This is an optimization exercise on Yosys and OpenROAD, whose aim is small area and a short achievable clock period, not a production implementation.
Function was not checked in any run shown here: the RTL went through the layout flow alone.
Power figures rest on the tool's default switching activity, not on a simulated workload.

## flow/design.v (module list and top-level ports; edited modules follow where they fit)
// module wt_mul_top: 1189 lines
module wt_mul_top (
  input  logic        clk,
  input  logic        rst_n,
  input  logic        in_valid,
  input  logic [23:0] a,
  input  logic [23:0] b,
  output logic        out_valid,
  output logic [47:0] product
);
  // ...
==> flow/run.sh <==
#!/bin/bash
# synth_recipe.tcl (not shown) runs the flow's synth.tcl, then flattens the netlist and writes it again
# the make line also repeats each setting of config.mk as NAME=value (left out here)
make -C /OpenROAD-flow-scripts/flow DESIGN_CONFIG=/design/flow/config.mk WORK_HOME=/design/flow/orfs CLKGATE_MAP_FILE= SYNTH_SCRIPT=/design/flow/synth_recipe.tcl finish
==> flow/config.mk <==
export PLATFORM = sky130hd
export DESIGN_NAME = wt_mul_top
export DESIGN_NICKNAME = wt_mul_top
export VERILOG_FILES = /design/flow/design.v
export SDC_FILE = /design/flow/constraint.sdc
export NUM_CORES = 4
export LEC_CHECK = 0
export ABC_AREA = 1
export CAP_MARGIN = 20
export CORE_MARGIN = 2
export CORE_UTILIZATION = 40
export SLEW_MARGIN = 20
==> flow/constraint.sdc <==
create_clock -name core_clock -period 3.0 [get_ports {clk}]
set_input_delay 0.6000 -clock core_clock [delete_from_list [all_inputs] [get_ports {clk}]]
set_output_delay 0.6000 -clock core_clock [all_outputs]
set_load 0.01 [all_outputs]
==> run notes, run 1 <==
# TYPE chip_impl_metric gauge
chip_impl_metric{name="internal_power",unit="uW"} 18300
chip_impl_info{name="largest_family_of_logic_cells_by_synthesized_area",value="adder cells"} 1
chip_impl_metric{name="nonclk_buf_count",unit=""} 168
chip_impl_metric{name="asyncSetResetFlopFracSynth",unit=""} 0
chip_impl_metric{name="number_of_nets_still_failing_antenna_checks_after_routing",unit=""} 0
chip_impl_info{name="synthTopCellsByArea",value="dfxtp_1 (33%), fa_1 (20%), xor2_1 (12%)"} 1
chip_impl_info{name="critical_path_class",value="reg2reg"} 1
chip_impl_metric{name="finish.instance_area",unit="um^2"} 29000
chip_impl_metric{name="final.clkbuf_count",unit=""} 59
chip_impl_metric{name="multi_input_comb_area",unit="um^2"} 14000
chip_impl_metric{name="first_pass_iters",unit=""} 5
chip_impl_metric{name="clock_net_sink_count",unit=""} 410
chip_impl_metric{name="cts_post_setup_buffers_inserted",unit=""} 0
chip_impl_metric{name="number_of_buffers_on_the_longest_clock_path",unit=""} 3
chip_impl_metric{name="final.min_clock_period",unit="ns"} 2.50
chip_impl_metric{name="timing.critical_path.fanout_max",unit=""} 24
chip_impl_metric{name="global_route.usage.met2",unit=""} 0.367
chip_impl_metric{name="fin_setup_tns",unit="ns"} 0
chip_impl_metric{name="start_util",unit=""} 0.405
chip_impl_metric{name="cp.buffers_inverters",unit=""} 2
chip_impl_metric{name="sequentialPower",unit="uW"} 8830
chip_impl_metric{name="tritoncts.num_buffers",unit=""} 48
chip_impl_metric{name="first_global_vias",unit=""} 18473
chip_impl_metric{name="min_path_cells",unit=""} 0
chip_impl_info{name="top_power_group",value="combinational cells"} 1
chip_impl_info{name="layout.area.top_class",value="multi-input combinational cells"} 1
chip_impl_info{name="run_status",value="timing/DRC/antenna clean"} 1
chip_impl_metric{name="largest_register_ff_count",unit=""} 182
chip_impl_metric{name="worst_case_hold_slack",unit="ns"} 0.325
chip_impl_metric{name="dpl.cell_count",unit=""} 3669
chip_impl_metric{name="drt-initial-drc-count",unit=""} 1266
chip_impl_metric{name="max-vdd-ir-drop",unit="mV"} 0.560
chip_impl_info{name="hp-class",value="reg2reg"} 1
chip_impl_metric{name="seq_share",unit=""} 0.283
chip_impl_info{name="critical_path.startpoint_type",value="register"} 1
chip_impl_info{name="synth.most_common_cell",value="inv_1"} 1
chip_impl_info{name="final_cell_mix",value="inv_1 (586), nand2_1 (438), dfxtp_1 (410), xor2_1 (335), o22ai_1 (276)"} 1
chip_impl_metric{name="floorplan_die_area",unit="um^2"} 64600
chip_impl_metric{name="dp_slack",unit="ns"} 0.511
chip_impl_info{name="worstHoldStart",value="p1[1]"} 1
chip_impl_metric{name="layoutNonFillerInstCount",unit=""} 3758
chip_impl_metric{name="synth-xor-area-share",unit=""} 0.119
==> inputs of run 2 (changes only) <==
--- a/flow/config.mk
+++ b/flow/config.mk
@@ -10,3 +10,4 @@
 export CORE_MARGIN = 2
 export CORE_UTILIZATION = 40
+export SETUP_SLACK_MARGIN = 0.75
 export SLEW_MARGIN = 20
==> run notes, run 2 <==
# TYPE chip_impl_metric gauge
chip_impl_metric{name="number_of_buffers_on_the_longest_clock_path",unit=""} 3
chip_impl_info{name="critical_path.startpoint_type",value="register"} 1
chip_impl_metric{name="synth_seq_cells",unit=""} 410
chip_impl_metric{name="synth_enable_flop_cells",unit=""} 0
chip_impl_info{name="postSynth.topFlopCell",value="dfxtp_1"} 1
chip_impl_info{name="worstHoldStart",value="p1[1]"} 1
chip_impl_metric{name="start_util",unit=""} 0.405
chip_impl_metric{name="global_route.usage.met2",unit=""} 0.371
chip_impl_metric{name="cts_htree_levels",unit=""} 2
chip_impl_metric{name="cts.hold.buffers_added",unit=""} 0
chip_impl_metric{name="grt_util_met3",unit=""} 0.0538
chip_impl_metric{name="core.rowCount",unit=""} 91
chip_impl_metric{name="asyncSetResetFlopFracSynth",unit=""} 0
chip_impl_info{name="register_name_with_the_most_flops",value="p1"} 1
chip_impl_metric{name="gr-total-overflow",unit=""} 0
chip_impl_metric{name="drt_wl_total",unit="mm"} 80.5
chip_impl_metric{name="number_of_setup_violations_in_the_final_report",unit=""} 0
chip_impl_info{name="final_cell_mix",value="inv_1 (556), nand2_1 (438), dfxtp_1 (395), xor2_1 (320), fa_1 (246)"} 1
chip_impl_metric{name="clock_net_sink_count",unit=""} 410
chip_impl_metric{name="power_density",unit="nW/um^2"} 1080
chip_impl_metric{name="wl_per_cell",unit="um"} 21.2
chip_impl_info{name="synthTopCellsByArea",value="dfxtp_1 (33%), fa_1 (20%), xor2_1 (12%)"} 1
chip_impl_metric{name="largest_register_ff_count",unit=""} 182
chip_impl_metric{name="worst_case_hold_slack",unit="ns"} 0.325
chip_impl_metric{name="timing.max_slew.rel_slack",unit=""} 0.691
chip_impl_metric{name="synthAdderAreaFrac",unit=""} 0.257
chip_impl_metric{name="areaGrowthSynthToFinish",unit="%"} 20.2
chip_impl_metric{name="num_vias",unit=""} 18398
chip_impl_info{name="critical_path.reg2reg.startpoint",value="a_q[12]"} 1
chip_impl_metric{name="timing.critical_path.fanout_max",unit=""} 12
chip_impl_info{name="synth_top_cell_by_area",value="dfxtp_1"} 1
chip_impl_metric{name="finish.instance_area",unit="um^2"} 30100
chip_impl_metric{name="portion_of_netlist_area_occupied_by_mux_cells",unit=""} 0.000450
chip_impl_metric{name="place_congestion",unit=""} 0.910
chip_impl_metric{name="path_clk_slew",unit="ns"} 0.06
chip_impl_info{name="tritoncts_clock_tree",value="yes"} 1
chip_impl_metric{name="num-nets-final",unit=""} 3334
chip_impl_metric{name="post_route_cells_drive_above_1_share",unit=""} 0.134
chip_impl_metric{name="synth.avg_cell_area",unit="um^2"} 8.98
chip_impl_metric{name="hold_viol",unit=""} 0
chip_impl_info{name="synth.most_common_cell",value="inv_1"} 1
chip_impl_metric{name="final.min_clock_period",unit="ns"} 2.31
chip_impl_info{name="reg.largest.list",value="p1 x182, product x48, r0_q x48"} 1
chip_impl_info{name="run_status",value="timing/DRC/antenna clean"} 1
chip_impl_metric{name="insertion_delay",unit="ns"} 0.62
chip_impl_info{name="critical_path_class",value="reg2reg"} 1
chip_impl_metric{name="layout.filler_cells",unit=""} 5873
chip_impl_metric{name="synth_simple_gate_area_frac",unit=""} 0.109
chip_impl_metric{name="placement.io_buffers",unit=""} 99
chip_impl_info{name="clockRootBuffer",value="clkbuf_16"} 1
chip_impl_metric{name="dpl.cell_count",unit=""} 3669
chip_impl_metric{name="power_leakage",unit="uW"} 0.0146
chip_impl_metric{name="crit_required",unit="ns"} 3.46
chip_impl_metric{name="die_y",unit="um"} 254
chip_impl_metric{name="floorplan_die_area",unit="um^2"} 64600
chip_impl_metric{name="placed_cell_area",unit="um^2"} 27200
chip_impl_metric{name="synth-xor-area-share",unit=""} 0.119
chip_impl_metric{name="first_global_vias",unit=""} 18691
chip_impl_metric{name="synth.net_count",unit=""} 3200
chip_impl_info{name="final_common_cell",value="inv_1"} 1
chip_impl_metric{name="drv.max_cap_violation_count",unit=""} 0
chip_impl_info{name="cp-end-kind",value="register"} 1
chip_impl_metric{name="synth_compound_area_frac",unit=""} 0.0753
chip_impl_metric{name="core_region_area",unit="um^2"} 61800
chip_impl_metric{name="max_clock_freq",unit="MHz"} 434
chip_impl_metric{name="place.detailed.hpwl",unit="mm"} 61.6
chip_impl_metric{name="vias_per_cell",unit=""} 4.85
chip_impl_info{name="rsz0062_at_grt",value="yes"} 1
chip_impl_metric{name="floorplan.io_pins",unit=""} 100
chip_impl_metric{name="floorplan.die.width",unit="um"} 254
chip_impl_info{name="hp-class",value="reg2reg"} 1
chip_impl_info{name="grt_busiest_layer",value="met2"} 1
chip_impl_metric{name="final_core_util",unit=""} 0.487
chip_impl_metric{name="tritoncts.num_buffers",unit=""} 48
chip_impl_metric{name="grt_util_met1",unit=""} 0.351
chip_impl_metric{name="first_pass_iters",unit=""} 5
chip_impl_metric{name="drc",unit=""} 0
chip_impl_metric{name="synth_largest_type_area_fraction",unit=""} 0.328
chip_impl_metric{name="drt-initial-drc-count",unit=""} 1310
chip_impl_info{name="largest_family_of_logic_cells_by_synthesized_area",value="adder cells"} 1
chip_impl_metric{name="max-vdd-ir-drop",unit="mV"} 0.559
chip_impl_metric{name="timing.critical_path.arrival",unit="ns"} 2.76
chip_impl_metric{name="slew_violations",unit=""} 0
chip_impl_metric{name="least_margin_pin_slew",unit="ns"} 0.460
chip_impl_metric{name="syn_area",unit="um^2"} 25000
chip_impl_metric{name="yosys_warnings",unit=""} 1
chip_impl_metric{name="fin_setup_tns",unit="ns"} 0
chip_impl_metric{name="antenna_violations_before_repair",unit=""} 0
chip_impl_metric{name="global_route.usage.total",unit=""} 0.248
chip_impl_metric{name="worst_clock_skew",unit="ns"} 0.0380
chip_impl_info{name="synthTopCellsByCount",value="inv_1 (586), nand2_1 (438), dfxtp_1 (410)"} 1
chip_impl_metric{name="post_synth_inst_count",unit=""} 2786
chip_impl_metric{name="global_route_wire_length_before_repair",unit="mm"} 118
chip_impl_metric{name="min_period_over_period",unit=""} 0.769
chip_impl_metric{name="number_of_nets_still_failing_antenna_checks_after_routing",unit=""} 0
chip_impl_info{name="startpoint",value="a_q[12]"} 1
chip_impl_metric{name="grt_max_degree",unit=""} 25
chip_impl_metric{name="synth_seq_area_share",unit=""} 0.328
chip_impl_metric{name="yosys.cell_types.count",unit=""} 29
chip_impl_metric{name="layoutNonFillerInstCount",unit=""} 3796
==> run 2: routing by layer <==
metal	vias up	share of wire	wire [um]
met4	0	0.036	2930
met1	8828	0.45	36400
met2	717	0.43	34700
met3	131	0.080	6470
li1	8722	-	-
met5	-	0	0
==> run 2: repair_timing <==
item                       CTS  global route
resized for setup           64           101
setup buffers               16            14
setup endpoints to repair   50            63
pin swaps                   17            39
gates cloned                 0             8
==> run 2: final timing paths <==
| path | slack (ns) | endpoint | cells after the start |
|---|---|---|---|
| setup / recovery | 0.69 | p1[83] | 7 |
| hold / removal | 0.32 | r1_q[0] | 0 |
| setup reg to reg | 0.69 | p1[83] | 7 |
| hold reg to reg | 0.32 | r1_q[0] | 0 |
==> run 2: critical path, stage by stage, from the launching register on <==
cell,delay (ns)
dfxtp_1,0.34
inv_4,0.12
buf_12,0.18
o22ai_2,0.10
xor2_1,0.17
fa_1,0.62
inv_2,0.07
fa_1,0.54
==> run 2: kinds of logic (layout without fill, tap and decap cells) <==
| logic type | Yosys count | count (layout) |
|---|---|---|
| AOI/OAI and AO/OA | 302 | 302 |
| muxes | 1 | 1 |
| buffers and inverters | 736 | 908 |
| other | 0 | 1 |
| and+or+nand+nor | 634 | 634 |
| adders and majority gates | 363 | 363 |
| xor gates and xnor gates | 340 | 340 |
| DFF | 410 | 410 |
==> run 2: layout make-up <==
type                       count  area, um^2  area share
antenna                        1        2.50   0.0000832
clock inverter                29         457      0.0152
multi-input combinational   1640       14400       0.478
inverter                     614        2390      0.0793
clock buffer                  59        1300      0.0433
timing repair buffer         203        2250      0.0748
tap                          837        1050      0.0348
sequential                   410        8230       0.274
timing repair inverter         3        22.5    0.000749
==> run 2: report_power, final <==
group          total [uW]  internal (uW)  switching, uW
Sequential           8850           7910            934
Clock                6410           3910           2500
Combinational       17300           6670          10600
Total               32600          18500          14100
==> run 2: metrics by stage <==
step / setup WS [ns] / total power [uW]
detailed placement: 0.511 / 26100
global placement: 0.464 / 25800
global route: 0.659 / 35700
finish: 0.694 / 32600
CTS: 0.716 / 32700
floorplan: 0.812 / 19900

[afterwards: timing with drivers on the ports]
How much do the figures lean on ideal ports? The routed layouts below were timed once more, with nothing changed but the port constraints. Step 1 (the two cells are an assumption about what drives the block):
set clk [get_ports {clk}]
set_driving_cell -lib_cell sky130_fd_sc_hd__clkbuf_16 $clk
set_driving_cell -lib_cell sky130_fd_sc_hd__buf_2 [delete_from_list [all_inputs] $clk]
Step 2 adds t to the input delays and takes it off the output delays; t is the mean of the earliest and latest rising clock arrival at the registers after step 1. Input paths then give back, and output paths get back, about the clock's delay inside the block. Three values: ideal ports, drivers, drivers and shift; two values: the first two.
| run | t (ns) | setup slack, ns | worst hold slack (ns) | worst setup path at the end | clock arrival spread, ns |
|---|---|---|---|---|---|
| run 1 | 0.661 | 0.497 / 0.497 / 0.497 | 0.325 / 0.325 / 0.325 | register to register | 0.038 / 0.038 |
| run 2 | 0.661 | 0.694 / 0.694 / 0.694 | 0.325 / 0.325 / 0.325 | register to register | 0.038 / 0.038 |
After both steps every run listed still meets setup and hold.
